Source: an optimization exercise on an open RTL-to-GDS flow (aim: small area, a short achievable clock period and few clock cycles). Production flows keep margins and buffers that such runs may drop. RTL that was checked went through simulation tests only; none was proved equivalent to the original. Power and IR drop assume default switching activity.

== run A ==
Design duty_cycled_particle_averager, start of the top module:
module duty_cycled_particle_averager
(
    input  wire logic        clk,
    input  wire logic        rst_n,
    input  wire logic        s_tvalid,
    output logic             s_tready,
    input  wire logic [87:0] s_tdata,
    output logic             m_tvalid,
    input  wire logic        m_tready,
    output logic      [63:0] m_tdata,
    input  wire logic        psel,
    input  wire logic        penable,
    input  wire logic        pwrite,
    input  wire logic [3:0]  paddr,
    input  wire logic [31:0] pwdata,
    output logic      [31:0] prdata,
    output logic             pready
);
Size in the first run: about 3700 cells after synthesis, about 230 I/O pins, ~29000 sq um of cells after synthesis.
clock: 8.0 ns
lec_check: 0
abc_area: 1
cap_margin: 20
core_margin: 2
core_utilization: 60
cts_cluster_diameter: 80
cts_cluster_size: 30
setup_slack_margin: 5.0
slew_margin: 20
standard.sh (not shown) runs the stock make flow with config.mk's settings and CLKGATE_MAP_FILE= SYNTH_SCRIPT=/design/flow/synth_recipe.tcl, a recipe that flattens the netlist after the stock synthesis.
==> flow/flow/run.sh <==
#!/bin/bash
# The standard layout (the standard.sh, all steps through finish), with
# the port buffers that placement inserts made of sky130_fd_sc_hd__buf_2
# cells instead of the buffer_ports default. Every port still gets its own
# buffer. make's full output goes to layout.log in the work folder; ORFS's
# per-step logs stay under orfs/logs/.
set -euo pipefail
bash standard.sh "BUFFER_PORTS_ARGS=-buffer_cell sky130_fd_sc_hd__buf_2" finish > layout.log 2>&1
Run A: flow completed, timing, DRC and antenna clean
Testbench counts of run A, summed over its fixed seeds: cycles 9,553.
Input changes introduced in run B (baseline for comparison: run A):
Settings: a change of SETUP_SLACK_MARGIN from 5.0 to 4.9; a change of CTS_CLUSTER_SIZE from 30 to 25.
==> comparison <==
- Run B: no failed stages, no open violations at the end
- Taking run A as the reference, in run B logic depth of the worst register-to-register path -3, power share of the clock group ~0 delta, total power -about 8%, fmax +2.7%, combinational power -about 10%.
- In run B, worst IR drop on VDD is higher than in run A.
- Actual transition at the worst max-transition pin, run A and run B, higher one = run B.
- Status: number of maximum-capacitance violations parity (run A, run B)
- From run A to run B the numbers moved as follows: antenna diode count moved down; power density over the cells went down.
### run B -> run C
Settings: CTS_CLUSTER_SIZE changed from 25 to 20; CTS_CLUSTER_DIAMETER changed from 80 to 60; SETUP_SLACK_MARGIN changed from 4.9 to 4.8.
--- outcome ---
Delta (run C minus run B): part of the power in combinational logic decreased by 2.5 points relative to the old numbers; fill cell instance count of the final layout increased by about 2.2% relative to the old numbers.
Taking run B as the reference, in run C met1 capacity usage during global routing -0.43 points; power did not really move.
In the metrics for run C and run B, the one carrying the lower fmax is run C.
Post-layout worst setup margin (lower): run C
Any difference in number of synthesized register bits between run B and run C is small enough to ignore.
First-pass GRT wire length in run C is about 2% lower than in run B
On routed wire length, run B loses to run C.
> inputs changed (run C -> run D)
Settings: a change of SETUP_SLACK_MARGIN from 4.8 to 4.5; a change of CTS_CLUSTER_SIZE from 20 to 30; a change of CTS_CLUSTER_DIAMETER from 60 to 80.
--- outcome ---
Compared run D vs run C, and number of standard cells in the layout, taps in and fillers out is down in run D. Between run D and run C, clock network power share is lower for run D, run C comes in above that. Run C went all the way through synthesis, placement and routing and the layout is clean on timing, DRC and antenna. Run D: no failed stages, no open violations at the end. The cell with the largest stage delay on the worst path comes out sky130_fd_sc_hd__o21ai_1 in one run and sky130_fd_sc_hd__fa_2 in the other, namely in run D and run C respectively. [compare] base=run C new=run D: largest net degree at the start of global routing fell about 11%, synthesis-to-layout area growth dropped 4.0 points, initial antenna violation count went up by 3, share of final layout cell area taken by clock buffers and inverters went down by 1.2 points, number of buffers created by CTS now sits lower. Run D drops fewer vias than run C. Comparing run C with run D, the total routed wire length on the met1 layer came out essentially unchanged. Looking at finished layout cell area, run D sits 3.5% below run C. Wire: run D routes less than run C.
For run E, these inputs were changed with respect to run D:
Settings: changing SETUP_SLACK_MARGIN from 4.5 to 4.7.
Notes after the runs:
For run E, the end of the critical path was u_ctrl.window_end_reg[27], unlike run D, where it was u_lane_pm25.sum_reg[1].
Of run E and run D, run D shows the higher share of total power in combinational logic, with run E below it.
Layout overhead on the synthesized area in run E is 1.4 points above run D.
The maximum fanout count along the critical path in run E was lower than what run D gave.
Combinational power: run E vs run D up about 2%
| time the worst path needs with I/O delays and setup | higher: run D |
Clock-buffer cell count came out exactly the same in run E and run D.
Run E against run D: clock share of power higher; wire length of the first global-routing pass now larger; netlist area before placement has remained practically unchanged.
Critical path depth: run E > run D
Here is what was changed in the inputs of run F compared with run E.
Settings: changing CTS_CLUSTER_SIZE from 30 to 25; changing SETUP_SLACK_MARGIN from 4.7 to 4.8.
Notes after the runs:
- Taking run F as 1.0, run E lands at 0.882 on number of clock buffers in the layout.
- In run F, share of total power in the clock network is lower than in run E.
- Number of design-rule violations left by the first detailed-router iteration, run E and run F: larger value in run E
- Count of sequential standard cells: run F vs run E identical
- Per the comparison of run F with run E, global-route wire length before repair down 1700 microns; number of gates on the worst path with buffers counted up 4; met2 global-route usage went up; sum of met3 wire segment lengths after detailed routing lost 270 microns; combinational share of power up 1.3 points.
- In the reports for run E and run F, the larger met3 usage belongs to run E.
- The lower share of the clock period used by the worst path came out of run F.

---

Starting RTL as in the previous note.
clock: 8.0 ns
lec_check: 0
abc_area: 1
cap_margin: 5
core_margin: 2
core_utilization: 60
cts_cluster_diameter: 80
cts_cluster_size: 25
setup_slack_margin: 4.8
slew_margin: 5
Scripts as last shown in full above: flow/flow/run.sh
Testbench counts at the start, summed over its fixed seeds: cycles 9,553.
Edit:
CAP_MARGIN = 20   (was 5)
CORE_UTILIZATION = 70   (was 60)
PLACE_DENSITY = 0.72   (was unset)
SLEW_MARGIN = 20   (was 5)
Result:
- via count went up by 5.1%
- sequential power rises by about 1%
- combinational power is higher by 3.2%
- setup slack loses 110 ps
- utilization is higher by 12 points
- non-clock buffer count increases by 19
- cell area stays flat
- clock power fell by about 3%
- hold slack gains 11 ps
Edit:
CORE_UTILIZATION = 60   (was 70)
CTS_CLUSTER_SIZE = 30   (was 25)
PLACE_DENSITY = unset   (was 0.72)
SETUP_SLACK_MARGIN = 4.3   (was 4.8)
The changed run completed without violations.
Hold slack gets worse by 11 ps.
First-iteration DRC count fell by well over a third.
Via count fell by a few percent.

---

Setup of nickel:
duty_cycled_particle_averager, a different RTL version from the one above (not shown whole).
Size in the first run: about 390 flip-flops, about 230 I/O pins, about 24000 um2 of cells after synthesis.
Settings: LEC_CHECK=0, ABC_CLOCK_PERIOD_IN_PS=3500, CAP_MARGIN=20, CORE_MARGIN=2, CORE_UTILIZATION=60, SETUP_SLACK_MARGIN=4.0, SLEW_MARGIN=20; clock period 8.0 ns.
run.sh (not shown) runs the stock make flow with config.mk's settings and CLKGATE_MAP_FILE= SYNTH_SCRIPT=/design/flow/synth_recipe.tcl, a recipe that flattens the netlist after the stock synthesis.
Stock flow here: none of the scripts above is used.
> inputs changed (nickel -> lagoon)
-- flow/config.mk --
<<< nickel, line 10
export CORE_MARGIN = 2
export CORE_UTILIZATION = 60
export SETUP_SLACK_MARGIN = 4.0
export SLEW_MARGIN = 20
>>> lagoon, line 10
export CORE_MARGIN = 2
export CORE_UTILIZATION = 60
export SLEW_MARGIN = 20
==> comparison <==
lagoon: total buffers and inverters traversed by the critical path is 4 lower than what nickel reported. lagoon: initial antenna violation count is 4 lower than what nickel reported. Delta (lagoon minus nickel): routability congestion estimate went up 3.4%; area taken by multi-input logic gates went down 1100 um2.
No run of this note included a check of the RTL's function; only the layout flow was run.

---

duty_cycled_particle_averager, a different RTL version from the one above (not shown whole).
Size in the first run: ~2800 cells after synthesis, about 460 flip-flops, ~230 I/O pins.
==> flow/design.v (excerpt) <==
module duty_cycled_particle_averager
(
    input  wire logic        clk,
    input  wire logic        rst_n,
    input  wire logic        s_tvalid,
    output logic             s_tready,
    input  wire logic [87:0] s_tdata,
    output logic             m_tvalid,
    input  wire logic        m_tready,
    output logic      [63:0] m_tdata,
    input  wire logic        psel,
    input  wire logic        penable,
    input  wire logic        pwrite,
    input  wire logic [3:0]  paddr,
    input  wire logic [31:0] pwdata,
    output logic      [31:0] prdata,
    output logic             pready
);
    localparam int MW = dcpa_pkg::MassW;
    logic [dcpa_pkg::TimeW-1:0] wake_interval_reg;
    logic [dcpa_pkg::TimeW-1:0] warmup_delay_reg;
    logic [dcpa_pkg::TimeW-1:0] read_window_reg;
    logic [31:0]      prdata_reg;
    logic             pready_reg;
    logic [2:0]       wsel_reg;
    logic             accum;
    logic             div_step;
    logic             div_last;
    logic             enable;
    logic             published;
    logic [dcpa_pkg::CountW-1:0] count;
    logic [dcpa_pkg::CountW-1:0] divisor;
    logic [MW-1:0]    mass_pm1;
    logic [MW-1:0]    mass_pm25;
    logic [MW-1:0]    mass_pm10;
    logic [MW-1:0]    avg_pm1;
    logic [MW-1:0]    avg_pm25;
    logic [MW-1:0]    avg_pm10;
    always_ff @(posedge clk or negedge rst_n)
    begin
        if (!rst_n)
        begin
            wake_interval_reg <= dcpa_pkg::WakeIntervalRst;
            warmup_delay_reg  <= dcpa_pkg::WarmupDelayRst;
            read_window_reg   <= dcpa_pkg::ReadWindowRst;
            pready_reg        <= 1'b0;
            wsel_reg          <= '0;
        end
        else
        begin
  ...
==> flow/config.mk <==
export PLATFORM = sky130hd
export DESIGN_NAME = duty_cycled_particle_averager
export DESIGN_NICKNAME = duty_cycled_particle_averager
export VERILOG_FILES = /design/flow/design.v
export SDC_FILE = /design/flow/constraint.sdc
export NUM_CORES = 4
export LEC_CHECK = 0
export CAP_MARGIN = 20
export CORE_MARGIN = 2
export CORE_UTILIZATION = 60
export SETUP_SLACK_MARGIN = 3.5
export SLEW_MARGIN = 20
==> flow/constraint.sdc <==
create_clock -name core_clock -period 8.0 [get_ports {clk}]
set_input_delay 1.6000 -clock core_clock [delete_from_list [all_inputs] [get_ports {clk}]]
set_output_delay 1.6000 -clock core_clock [all_outputs]
set_load 0.01 [all_outputs]
The starting point went through all stages and came out clean.
Next try:
Settings changed: SETUP_SLACK_MARGIN 3.5 to 4.8.
Effect: The changed run completed without violations. Total power increases by 17%. Global-route usage came out higher by 2.2 points. Die area does not change. Worst setup slack improves by 600 ps. Worst hold slack gets better by 12 ps. Sequential power is higher by about 2%. Combinational power climbs by 34%. Critical path depth goes down by 2. Design area goes up by 11%. Non-clock buffer count increases by 131. Final cell count went up by 3.6%.
No run of this note included a check of the RTL's function; only the layout flow was run.

[afterwards: timing with drivers on the ports]
The flow's constraints put no driver on any port. The routed layouts listed below were extracted and timed again, unchanged, in two steps.
Step 1 sets driving cells, clkbuf_16 on the clock port and buf_2 on the other inputs (assumed; they add their load-dependent delay and slew).
Step 2 also shifts input and output timing later by t, the mid clock arrival at the registers, as if the neighbouring blocks saw the same clock.
Slacks: no drivers / after step 1 / after step 2; pairs: no drivers / after step 1.
run	t, ns	setup slack, ns	hold slack, ns	clock arrival spread, ns	cell pins on the clock port's net
run A	0.686	4.771 / 4.790 / 4.104	0.444 / 0.444 / 0.444	0.031 / 0.030	1
run B	0.669	4.854 / 4.876 / 4.207	0.449 / 0.449 / 0.449	0.038 / 0.037	1
run C	0.642	4.776 / 4.800 / 4.158	0.432 / 0.432 / 0.432	0.033 / 0.034	1
run D	0.671	4.593 / 4.625 / 3.960	0.440 / 0.440 / 0.440	0.028 / 0.027	1
run E	0.686	4.767 / 4.767 / 4.124	0.441 / 0.441 / 0.441	0.041 / 0.040	1
run F	0.676	4.834 / 4.857 / 4.181	0.435 / 0.435 / 0.435	0.028 / 0.028	1
the first run of note 2	0.676	4.836 / 4.860 / 4.183	0.436 / 0.436 / 0.436	0.027 / 0.027	1
the second run of note 2	0.659	4.729 / 4.751 / 4.092	0.447 / 0.447 / 0.447	0.023 / 0.022	1
the third run of note 2	0.674	4.458 / 4.458 / 3.851	0.436 / 0.436 / 0.436	0.048 / 0.049	1
nickel	0.641	1.439 / 1.439 / 1.439	0.460 / 0.460 / 0.460	0.031 / 0.031	1
lagoon	0.637	0.551 / 0.551 / 0.551	0.442 / 0.442 / 0.442	0.016 / 0.017	1
the first run of note 4	0.655	3.606 / 3.643 / 2.988	0.443 / 0.443 / 0.443	0.019 / 0.019	1
the second run of note 4	0.651	4.210 / 4.241 / 3.590	0.455 / 0.455 / 0.455	0.032 / 0.032	1
After both steps every run listed still meets setup and hold. For run A, which loses most, drivers alone change the setup slack by +0.019 ns; drivers and shift together by -0.667 ns.
